Background: an optimization exercise with open tools, aiming at small area, a short achievable clock period and few clock cycles per item. Do not read the settings as production practice. The RTL was checked by simulation tests, not by an equivalence proof against the original design.

job 7078:
==> flow/design.v (excerpt) <==
module accumulator_alu
(
    input  wire logic                    aclk,
    input  wire logic                    aresetn,
    input  wire logic                    s_tvalid,
    output logic                         s_tready,
    input  wire logic [63:0]         s_tdata,   
    input  wire logic [3:0]          s_tuser,   
    output logic                         m_tvalid,
    input  wire logic                    m_tready,
    output logic      [31:0]         m_tdata,   
    output logic      [0:0]              m_tuser    
);
For scale: about 110 I/O pins.
Settings: LEC_CHECK=0, CAP_MARGIN=20, CORE_MARGIN=2, CORE_UTILIZATION=40, SETUP_SLACK_MARGIN=0.5, SLEW_MARGIN=20, BUFFER_PORTS_ARGS=-buffer_cell sky130_fd_sc_hd__buf_2; clock period 5.5 ns.
standard.sh (not shown) runs the stock make flow with config.mk's settings and CLKGATE_MAP_FILE= SYNTH_SCRIPT=/design/flow/synth_recipe.tcl, a recipe that flattens the netlist after the stock synthesis.
==> flow/flow/run.sh <==
#!/bin/bash
# The standard layout (standard.sh, all steps to finish), except that the
# input and output ports are buffered with sky130_fd_sc_hd__buf_2 instead of
# the delay buffer (clkdlybuf4s50_1) the resizer picks by default: smaller and
# faster. Everything else, synthesis included, is the standard flow.
set -o pipefail
export BUFFER_PORTS_ARGS="-buffer_cell sky130_fd_sc_hd__buf_2"
echo 'export BUFFER_PORTS_ARGS = -buffer_cell sky130_fd_sc_hd__buf_2' >> config.mk
bash standard.sh > standard.log 2>&1
status=$?
grep -h "input buffers\|output buffers" orfs/logs/*/*/*/3_3_place_gp.log > port_buffers.log 2>&1
exit $status
Testbench counts of job 7078, summed over its fixed seeds: cycles 11,524, items 2,400.
Here is what was changed in the inputs of job 2122 compared with job 7078.
# job 7078
export LEC_CHECK = 0
export CAP_MARGIN = 20
export CORE_MARGIN = 2
export CORE_UTILIZATION = 40
export SETUP_SLACK_MARGIN = 0.5
export SLEW_MARGIN = 20
export BUFFER_PORTS_ARGS = -buffer_cell sky130_fd_sc_hd__buf_2
create_clock -name core_clock -period 5.5 [get_ports {aclk}]
# job 2122
export LEC_CHECK = 0
export CAP_MARGIN = 20
export CORE_MARGIN = 2
export CORE_UTILIZATION = 40
export SETUP_SLACK_MARGIN = 0.7
export SLEW_MARGIN = 20
create_clock -name core_clock -period 5.5 [get_ports {aclk}]
==> flow/run.sh (new file) <==
#!/bin/bash
# synth_recipe.tcl (not shown) runs the flow's synth.tcl, then flattens the netlist and writes it again
# the make line also repeats each setting of config.mk as NAME=value (left out here)
make -C /OpenROAD-flow-scripts/flow DESIGN_CONFIG=/design/flow/config.mk WORK_HOME=/design/flow/orfs CLKGATE_MAP_FILE= SYNTH_SCRIPT=/design/flow/synth_recipe.tcl finish
removed: flow/flow/run.sh
removed: flow/standard.sh
## What came out
Comparing job 7078 and job 2122, the higher number of placed instances, taps included is on job 2122.
Re critical path depth: job 2122 is 5 up on job 7078.
Against job 7078, the final cell area of job 2122 is higher.
As far as area fraction in compound gates after synthesis goes, job 7078 and job 2122 are indistinguishable; the numbers are identical.
As far as number of library cell types mapped by synthesis goes, job 7078 and job 2122 are indistinguishable; the numbers are identical.
Across both runs, setup slack on the worst flop-to-flop path was higher for job 2122 than for job 7078.
Job 7078 -> job 2122: core outline area delta 0, exact match
Input-level comparison between job 9624 and job 2122:
# job 2122
export LEC_CHECK = 0
export CAP_MARGIN = 20
export CORE_MARGIN = 2
export CORE_UTILIZATION = 40
export SETUP_SLACK_MARGIN = 0.7
export SLEW_MARGIN = 20
create_clock -name core_clock -period 5.5 [get_ports {aclk}]
# job 9624
export LEC_CHECK = 0
export CAP_MARGIN = 20
export CORE_MARGIN = 2
export CORE_UTILIZATION = 40
export PLACE_DENSITY = 0.7
export SETUP_SLACK_MARGIN = 0.7
export SLEW_MARGIN = 20
export BUFFER_PORTS_ARGS = -buffer_cell sky130_fd_sc_hd__buf_2
create_clock -name core_clock -period 5.5 [get_ports {aclk}]
==> flow/flow/run.sh (new file) <==
#!/bin/bash
# The standard layout (standard.sh, all steps to finish), except that the
# input and output ports are buffered with sky130_fd_sc_hd__buf_2 instead of
# the delay buffer (clkdlybuf4s50_1) the resizer picks by default: smaller and
# faster. Everything else, synthesis included, is the standard flow.
set -o pipefail
export BUFFER_PORTS_ARGS="-buffer_cell sky130_fd_sc_hd__buf_2"
echo 'export BUFFER_PORTS_ARGS = -buffer_cell sky130_fd_sc_hd__buf_2' >> config.mk
bash standard.sh > standard.log 2>&1
status=$?
grep -h "input buffers\|output buffers" orfs/logs/*/*/*/3_3_place_gp.log > port_buffers.log 2>&1
exit $status
==> flow/standard.sh (new file) <==
#!/bin/bash
# synth_recipe.tcl (not shown) runs the flow's synth.tcl, then flattens the netlist and writes it again
# the make line also repeats each setting of config.mk as NAME=value (left out here)
make -C /OpenROAD-flow-scripts/flow DESIGN_CONFIG=/design/flow/config.mk WORK_HOME=/design/flow/orfs CLKGATE_MAP_FILE= SYNTH_SCRIPT=/design/flow/synth_recipe.tcl "${@:-finish}"
removed: flow/run.sh
Results
- Job 2122 → job 9624: global-route wire length before repair shows a reduction of about 6%; cell area after layout shows a reduction of about 7%; core utilization shows a reduction of 3.8 points; average wire per cell in the routed design shows a reduction of 4.4%; met1 usage in global routing shows a reduction of 4.9 points.
- On job 9624: register share of the cell area is 1.2 points higher than what job 2122 gave.
- Changes observed in job 9624 relative to job 2122: share of the final layout cell area in multi-input gates shows an increase of 3.3 points; filler-free cell count of the finished design dropped 167.
- The final reports for job 9624 and job 2122 show worst hold slack higher in the former.
Modified inputs, job 5692 compared to job 9624
# job 9624
export LEC_CHECK = 0
export CAP_MARGIN = 20
export CORE_MARGIN = 2
export CORE_UTILIZATION = 40
export PLACE_DENSITY = 0.7
export SETUP_SLACK_MARGIN = 0.7
export SLEW_MARGIN = 20
export BUFFER_PORTS_ARGS = -buffer_cell sky130_fd_sc_hd__buf_2
create_clock -name core_clock -period 5.5 [get_ports {aclk}]
# job 5692
export LEC_CHECK = 0
export CAP_MARGIN = 20
export CORE_MARGIN = 2
export CORE_UTILIZATION = 40
export SETUP_SLACK_MARGIN = 0.7
export SLEW_MARGIN = 20
export BUFFER_PORTS_ARGS = -buffer_cell sky130_fd_sc_hd__buf_2
create_clock -name core_clock -period 5.5 [get_ports {aclk}]
Notes after the runs:
STATUS worst relative slew slack: job 5692 wins against job 9624
Job 9624 → job 5692: number of fill cells rose by 109; routed length on met3 went down 1.0%; shortest clock period the worst path allows after layout went up by 0.038 ns.

Another version of the RTL of accumulator_alu (not shown whole).
Size: ~3200 cells after synthesis, about 190 flip-flops, ~27000 µm² of cells after synthesis.
Settings: LEC_CHECK=0, CAP_MARGIN=20, CORE_MARGIN=2, CORE_UTILIZATION=55, SETUP_SLACK_MARGIN=0.7, SLEW_MARGIN=20; clock period 5.5 ns.
run.sh (not shown) runs the stock make flow with config.mk's settings and CLKGATE_MAP_FILE= SYNTH_SCRIPT=/design/flow/synth_recipe.tcl, a recipe that flattens the netlist after the stock synthesis.
Stock flow here: none of the scripts above is used.
The first run passed the timing, DRC and antenna checks.
Testbench counts at the start, summed over its fixed seeds: cycles 11,524, items 2,400.
==> next run, changes <==
CORE_UTILIZATION = 40   (was 55)
Result: Clock skew hardly moves; maximum frequency went up by 2.9%; critical path depth drops by 1.
==> next run, changes <==
==> flow/flow/run.sh (new file) <==
#!/bin/bash
# The standard layout (standard.sh, all steps to finish), except that the
# input and output ports are buffered with sky130_fd_sc_hd__buf_2 instead of
# the delay buffer (clkdlybuf4s50_1) the resizer picks by default: smaller and
# faster. Everything else, synthesis included, is the standard flow.
set -o pipefail
export BUFFER_PORTS_ARGS="-buffer_cell sky130_fd_sc_hd__buf_2"
echo 'export BUFFER_PORTS_ARGS = -buffer_cell sky130_fd_sc_hd__buf_2' >> config.mk
bash standard.sh > standard.log 2>&1
status=$?
grep -h "input buffers\|output buffers" orfs/logs/*/*/*/3_3_place_gp.log > port_buffers.log 2>&1
exit $status
==> flow/standard.sh (new file) <==
#!/bin/bash
# synth_recipe.tcl (not shown) runs the flow's synth.tcl, then flattens the netlist and writes it again
# the make line also repeats each setting of config.mk as NAME=value (left out here)
make -C /OpenROAD-flow-scripts/flow DESIGN_CONFIG=/design/flow/config.mk WORK_HOME=/design/flow/orfs CLKGATE_MAP_FILE= SYNTH_SCRIPT=/design/flow/synth_recipe.tcl "${@:-finish}"
BUFFER_PORTS_ARGS = -buffer_cell sky130_fd_sc_hd__buf_2   (was unset)
removed: flow/run.sh
Effect: Critical path depth goes up by 1; via count shrinks by about 0.8%; worst hold slack is worse by 0.020 ns; count of clock-buffer cells in the layout decreases by 1.

static timing again, ports no longer ideal:
The results above use ideal ports. As a check the final layouts listed here were re-extracted and re-timed, cells and wires unchanged. Step 1 (the two cells are an assumption about what drives the block):
set clk [get_ports {aclk}]
set_driving_cell -lib_cell sky130_fd_sc_hd__clkbuf_16 $clk
set_driving_cell -lib_cell sky130_fd_sc_hd__buf_2 [delete_from_list [all_inputs] $clk]
Step 2 times the ports against the registers' clock, not the clock port: input delays grow and output delays shrink by t, the midpoint of the rising clock arrivals with the driver on. Slacks: ideal / step 1 / step 2; pairs: ideal / step 1.
run	t, ns	setup WS [ns]	worst slew at a driven data input, ns
job 7078	0.568	0.579 / 0.579 / 0.049	0.07
job 2122	0.564	0.730 / 0.676 / 0.112	0.15
job 9624	0.532	0.765 / 0.769 / 0.237	0.07
job 5692	0.575	0.727 / 0.727 / 0.219	0.06
the first run of note 2	0.545	0.614 / 0.654 / 0.109	0.06
the second run of note 2	0.574	0.752 / 0.791 / 0.217	0.09
the third run of note 2	0.586	0.746 / 0.783 / 0.197	0.07
After both steps every run listed still meets setup and hold. For job 2122, which loses most, drivers alone change the setup slack by -0.054 ns; drivers and shift together by -0.618 ns.
